Context: an optimization exercise on an open-source flow, tuned for small area, a short achievable clock period and few clock cycles. The choices shown serve that exercise and are no tape-out recipe.
Only simulation tests tie the RTL to the original design; equivalence was not proved.

main:
## pn_evaluator
module pn_evaluator (
    input  wire                         clk,
    input  wire                         rst_n,
    input  wire [1:0]                   mode,
    input  wire                         operator,
    input  wire [pn_pkg::operand_w-1:0] in,
    input  wire                         in_valid,
    output logic                        out_valid,
    output pn_pkg::result_t             out
);
Size: roughly 1800 cells after synthesis, ~220 flip-flops, about 26 I/O pins, about 0.017 sq mm of cells after synthesis.
make LEC_CHECK=0 ABC_CLOCK_PERIOD_IN_PS=3000 CAP_MARGIN=20 CORE_MARGIN=2 CORE_UTILIZATION=40 SETUP_SLACK_MARGIN=4.5 SLEW_MARGIN=20 TNS_END_PERCENT=100 finish   # period 9.0 ns
run.sh (not shown) runs the stock make flow with config.mk's settings and CLKGATE_MAP_FILE= SYNTH_SCRIPT=/design/flow/synth_recipe.tcl, a recipe that flattens the netlist after the stock synthesis.
Testbench counts of main, summed over its fixed seeds: cycles 11,704.
Input changes introduced in the feature branch (baseline for comparison: main):
-- flow/design.v --
<<< main, line 435
    output pn_pkg::result_t             out
);
    localparam int VW  = 7;    
    localparam int VD  = 10;   
    localparam int FD  = 7;    
    localparam int QD  = 6;    
    localparam int BW  = 7;    
    localparam logic [1:0] S_IDLE = 2'd0;
>>> the feature branch, line 435
    output pn_pkg::result_t             out
);
    localparam int VW  = 3;    
    localparam int VT  = 7;    
    localparam int VD  = 10;   
    localparam int FD  = 7;    
    localparam int QD  = 3;    
    localparam int BW  = 7;    
    localparam logic [1:0] S_IDLE = 2'd0;
<<< main, line 455
    logic [1:0]    f_op [0:FD-1];
    logic [3:0]    q [0:QD-1];
    logic [2:0]    qcnt;
    logic signed [BW-1:0] lv [0:3];
    logic [3:0]    lf;
>>> the feature branch, line 456
    logic [1:0]    f_op [0:FD-1];
    logic [3:0]    q [0:QD-1];
    logic [1:0]    qcnt;
    logic signed [BW-1:0] lv [0:3];
    logic [3:0]    lf;
<<< main, line 463
    wire waits = (st == S_WAIT);
    wire emit  = (st == S_EMIT);
    logic [15:0] v [0:VD+1];
    always_comb begin
        for (int i = 0; i < VD + 2; i++) begin
            if (i < VW)      v[i] = {vhi[i][15:3], vlo[i]};
            else if (i < VD) v[i] = {13'd0, vlo[i]};
            else             v[i] = '0;
        end
    end
    wire       qnz    = (qcnt != 3'd0);
    wire       cur_v  = qnz | in_valid;
    wire       cur_op = qnz ? q[0][3] : operator;
>>> the feature branch, line 464
    wire waits = (st == S_WAIT);
    wire emit  = (st == S_EMIT);
    logic [15:3]    hs [0:1];
    logic [VT-1:VW] vt;
    wire            wide_up = |vhi[VW-1][15:3];
    logic [15:0] v [0:VD+1];
    always_comb begin
        for (int i = 0; i < VD + 2; i++) begin
            if (i < VW)       v[i] = {vhi[i][15:3], vlo[i]};
            else if (i == VW) v[i] = {vt[VW] ? hs[0] : 13'd0, vlo[i]};
            else if (i < VD)  v[i] = {13'd0, vlo[i]};
            else              v[i] = '0;
        end
    end
    wire       qnz    = (qcnt != 2'd0);
    wire       cur_v  = qnz | in_valid;
    wire       cur_op = qnz ? q[0][3] : operator;
<<< main, line 542
            end
        end
    end
    always_ff @(posedge clk or negedge rst_n) begin
>>> the feature branch, line 547
            end
        end
        if (push) begin
            if (wide_up) begin
                hs[0] <= vhi[VW-1][15:3];
                hs[1] <= hs[0];
            end
            vt <= {vt[VT-2:VW], wide_up};
        end else if (!redx && (pop1 || pb_op)) begin
            if (vt[VW]) hs[0] <= hs[1];
            vt <= {1'b0, vt[VT-1:VW+1]};
        end
    end
    always_ff @(posedge clk or negedge rst_n) begin
<<< main, line 590
    wire q_push = in_valid & (qnz | casc);
    wire q_pop  = qnz & take;
    wire [2:0] q_wr = qcnt - {2'd0, q_pop};
    always_ff @(posedge clk) begin
        for (int i = 0; i < QD; i++) begin
            if (q_push && q_wr == 3'(i)) begin
                q[i] <= {operator, in};
            end else if (q_pop) begin
>>> the feature branch, line 605
    wire q_push = in_valid & (qnz | casc);
    wire q_pop  = qnz & take;
    wire [1:0] q_wr = qcnt - {1'b0, q_pop};
    always_ff @(posedge clk) begin
        for (int i = 0; i < QD; i++) begin
            if (q_push && q_wr == 2'(i)) begin
                q[i] <= {operator, in};
            end else if (q_pop) begin
<<< main, line 604
            qcnt <= '0;
        end else begin
            qcnt <= qcnt + {2'd0, q_push} - {2'd0, q_pop};
        end
    end
>>> the feature branch, line 619
            qcnt <= '0;
        end else begin
            qcnt <= qcnt + {1'b0, q_push} - {1'b0, q_pop};
        end
    end
### Flow results
Relative to main, the clock latency at the later pin of the worst-skew pair of the feature branch is lower by 0.10 ns. The feature branch vs. main: met1 capacity usage during global routing has decreased. Measured against each other, the feature branch and main differ in footprint of the flip-flops and latches, the higher figure coming from main. Taking the feature branch as 1.0, main lands at 1.08 on synthesized cell count. Delta(minimum setup slack in the final design, the feature branch - main) > 0.
Testbench counts of the feature branch, summed over its fixed seeds: cycles 11,704.

* * *

## v6
pn_evaluator, a different RTL version from the one above (not shown whole).
For scale: about 1700 cells after synthesis, ~26 I/O pins.
// pn_evaluator
module pn_evaluator (
    input  wire                         clk,
    input  wire                         rst_n,
    input  wire [1:0]                   mode,
    input  wire                         operator,
    input  wire [pn_pkg::operand_w-1:0] in,
    input  wire                         in_valid,
    output logic                        out_valid,
    output pn_pkg::result_t             out
);
    localparam int VW  = 3;    
    localparam int VT  = 7;    
    localparam int VD  = 10;   
    localparam int FD  = 7;    
    localparam int QD  = 3;    
    localparam int BW  = 7;    
    localparam logic [1:0] S_IDLE = 2'd0;
    localparam logic [1:0] S_RECV = 2'd1;
    localparam logic [1:0] S_WAIT = 2'd2;
    localparam logic [1:0] S_EMIT = 2'd3;
    logic [1:0] st;
    logic       pre_q;     
    logic       bur_q;     
    logic       pend;      
    logic       first_pending;
    logic [15:0] vhi [0:VW-1];
    logic [2:0]  vlo [0:VD-1];
    logic [2:0]    f_n;    
    logic [1:0]    f_v;    
    assign f_v = {f_n[2] | f_n[1], f_n != 3'd0};
    logic [FD-1:0] f_l;
    logic [1:0]    f_op [0:FD-1];
    logic [3:0]    q [0:QD-1];
  ...
clock: 9.0 ns
lec_check: 0
abc_clock_period_in_ps: 3000
cap_margin: 20
core_margin: 2
core_utilization: 40
setup_slack_margin: 3.5
slew_margin: 20
tns_end_percent: 100
Testbench counts of v6, summed over its fixed seeds: cycles 11,704.
What v7 does differently from v6 at the input level:
--- a/flow/design.v
+++ b/flow/design.v
@@ -448,15 +448,13 @@
     logic       pre_q;     
     logic       bur_q;     
     logic       pend;      
     logic       first_pending;
     logic [15:0] vhi [0:VW-1];
     logic [2:0]  vlo [0:VD-1];
-    logic [2:0]    f_n;    
-    logic [1:0]    f_v;    
-    assign f_v = {f_n[2] | f_n[1], f_n != 3'd0};
+    logic [FD-1:0] f_v;
     logic [FD-1:0] f_l;
     logic [1:0]    f_op [0:FD-1];
     logic [3:0]    q [0:QD-1];
     logic [1:0]    qcnt;
     logic [3:0]    lval;
     wire idle  = (st == S_IDLE);
@@ -559,21 +557,21 @@
         if (bur_q && !idle) begin
             {vhi[VW-1][14:3], hs[1], hs[0]} <= bx_n;
         end
     end
     always_ff @(posedge clk or negedge rst_n) begin
         if (!rst_n) begin
-            f_n <= '0;
+            f_v <= '0;
         end else if (idle) begin
-            if (take) f_n <= {2'd0, cur_op};
+            if (take) f_v <= {{(FD-1){1'b0}}, cur_op};
         end else if (red) begin
-            if (!t_op) f_n <= f_n - 3'd1;
+            if (!t_op) f_v <= {1'b0, f_v[FD-1:1]};
         end else if (fpush) begin
-            f_n <= f_n + 3'd1;
+            f_v <= {f_v[FD-2:0], 1'b1};
         end else if (qb_red) begin
-            f_n <= f_n - 3'd1;
+            f_v <= {1'b0, f_v[FD-1:1]};
         end
     end
     always_ff @(posedge clk) begin
         if (idle) begin
             f_op[0] <= cur_x[1:0];
             f_l[0]  <= 1'b0;
--- outcome ---
- Post-synthesis instance total grows slightly when moving from v6 to v7.
- | number of vias in the routed layout | higher: v7 |
- v6 finished every stage and its layout cleared the timing, design-rule and antenna checks.
- v7 ran to completion and came out clean on the timing, design-rule and antenna checks.
- Final wirelength (v7 vs. v6) increases slightly
- v7 — global router's overall resource usage 0.22 points lower, v6 as reference
Testbench counts of v7, summed over its fixed seeds: cycles 11,704.

* * *

job 4219:
Another version of the RTL of pn_evaluator (not shown whole).
Size in the first run: roughly 1,800 cells after synthesis, roughly 150 flip-flops.
Design pn_evaluator, start of the top module:
module pn_evaluator (
    input  wire                         clk,
    input  wire                         rst_n,
    input  wire [1:0]                   mode,
    input  wire                         operator,
    input  wire [pn_pkg::operand_w-1:0] in,
    input  wire                         in_valid,
    output logic                        out_valid,
    output pn_pkg::result_t             out
);
==> flow/config.mk <==
export PLATFORM = sky130hd
export DESIGN_NAME = pn_evaluator
export DESIGN_NICKNAME = pn_evaluator
export VERILOG_FILES = /design/flow/design.v
export SDC_FILE = /design/flow/constraint.sdc
export NUM_CORES = 4
export LEC_CHECK = 0
export ABC_CLOCK_PERIOD_IN_PS = 3000
export CAP_MARGIN = 20
export CORE_MARGIN = 2
export CORE_UTILIZATION = 40
export SETUP_SLACK_MARGIN = 3.5
export SLEW_MARGIN = 20
export TNS_END_PERCENT = 100
==> flow/constraint.sdc <==
create_clock -name core_clock -period 9.0 [get_ports {clk}]
set_input_delay 1.8000 -clock core_clock [delete_from_list [all_inputs] [get_ports {clk}]]
set_output_delay 1.8000 -clock core_clock [all_outputs]
set_load 0.01 [all_outputs]
Testbench counts of job 4219, summed over its fixed seeds: cycles 11,704.
Modified inputs, job 5559 compared to job 4219
--- a/flow/design.v
+++ b/flow/design.v
@@ -452,20 +452,22 @@
     logic [15:0] vhi [0:VW-1];
     logic [2:0]  vlo [0:VD-1];
     logic [2:0]    f_n;    
     logic [1:0]    f_v;    
     assign f_v = {f_n[2] | f_n[1], f_n != 3'd0};
     logic [FD-1:0] f_l;
     logic [1:0]    f_op [0:FD-1];
     logic [3:0]    q [0:QD-1];
     logic [1:0]    qcnt;
     logic [3:0]    lval;
+    logic [37:0]   bx, bx_n;
+    logic [3:0]    lf;
     wire idle  = (st == S_IDLE);
     wire recv  = (st == S_RECV);
     wire waits = (st == S_WAIT);
     wire emit  = (st == S_EMIT);
     logic [15:3]    hs [0:1];
     logic [VT-1:VW] vt;
     wire            wide_up = |vhi[VW-1][15:3];
     logic [15:0] v [0:VD+1];
     always_comb begin
         for (int i = 0; i < VD + 2; i++) begin
@@ -632,24 +634,22 @@
         if (!full) begin
             if (!lval[0])      wr[0] = 1'b1;
             else if (!lval[1]) wr[1] = 1'b1;
             else if (!lval[2]) wr[2] = 1'b1;
             else               wr[3] = 1'b1;
         end else if (pre_q && !flag_new) begin
             wr = lf;
         end
         if (!ins) wr = '0;
     end
-    logic [37:0] bx, bx_n;
     assign bx = {vhi[VW-1][14:3], hs[1], hs[0]};
     logic signed [BW-1:0] lv [0:3];
-    logic [3:0] lf;
     logic bf [0:3][0:3];
     function automatic int bf_bit(input int i, input int j);
         bf_bit = (i == 0) ? 31 + j : (i == 1) ? 33 + j : 37;
     endfunction
     always_comb begin
         for (int j = 0; j < 4; j++) begin
             lv[j] = bx[7*j +: BW];
             lf[j] = bx[28 + j];
         end
         for (int i = 0; i < 4; i++) begin
@@ -695,21 +695,20 @@
             lval <= '0;
         end else if (idle) begin
             lval <= '0;
         end else if (present) begin
             lval <= lval & ~sel;
         end else begin
             lval <= lval | wr;
         end
     end
     wire done = ~pend & ~qnz;
-    wire endc = recv & ~in_valid;
     always_ff @(posedge clk or negedge rst_n) begin
         if (!rst_n) begin
             st            <= S_IDLE;
             pre_q         <= 1'b0;
             bur_q         <= 1'b0;
             pend          <= 1'b0;
             first_pending <= 1'b0;
         end else begin
             pend <= pend_n;
             if (flag_new) first_pending <= 1'b0;
Findings:
Diff job 4219 -> job 5559: half-perimeter wire length after placement picked up an extra 0.90%; post-CTS repair timing setup buffer count picked up an extra about 12%; arrival time of the worst setup path lost 0.10 ns. Job 5559 improves on job 4219 in upper clock frequency limit. Taking job 4219 as the reference, in job 5559 fraction of the cycle the final worst path needs went down by 1.1 points, number of ordinary and repair buffers in the finished layout went up by 26.
Testbench counts of job 5559, summed over its fixed seeds: cycles 11,704.

## separate check: timing with driven ports
The flow's constraints put no driver on any port. The routed layouts listed below were extracted and timed again, unchanged, in two steps. Step 1 assumes that a clkbuf_16 drives the clock port and a buf_2 every other input. Step 2, shift: input delay + t, output delay - t, t = (earliest + latest rising clock arrival at the registers) / 2. This alone moves slack from input paths to output paths. a / b / c = ideal ports / drivers / drivers and shift; a / b = the first two.
run | shift t [ns] | setup WS [ns] | hold slack, ns | clock arrival spread, ns
main | 0.595 | 3.529 / 3.534 / 2.939 | 0.444 / 0.444 / 0.444 | 0.018 / 0.018
the feature branch | 0.492 | 3.618 / 3.620 / 3.128 | 0.452 / 0.452 / 0.452 | 0.020 / 0.020
v6 | 0.484 | 3.484 / 3.484 / 3.105 | 0.450 / 0.450 / 0.450 | 0.010 / 0.010
v7 | 0.486 | 3.580 / 3.609 / 3.123 | 0.447 / 0.447 / 0.447 | 0.010 / 0.010
job 4219 | 0.478 | 3.388 / 3.388 / 3.237 | 0.451 / 0.451 / 0.451 | 0.015 / 0.015
job 5559 | 0.481 | 3.485 / 3.483 / 3.247 | 0.464 / 0.464 / 0.464 | 0.009 / 0.010
After both steps every run listed still meets setup and hold. The setup slack of main, which loses most, moves by +0.005 ns with the drivers and by -0.590 ns with both steps.
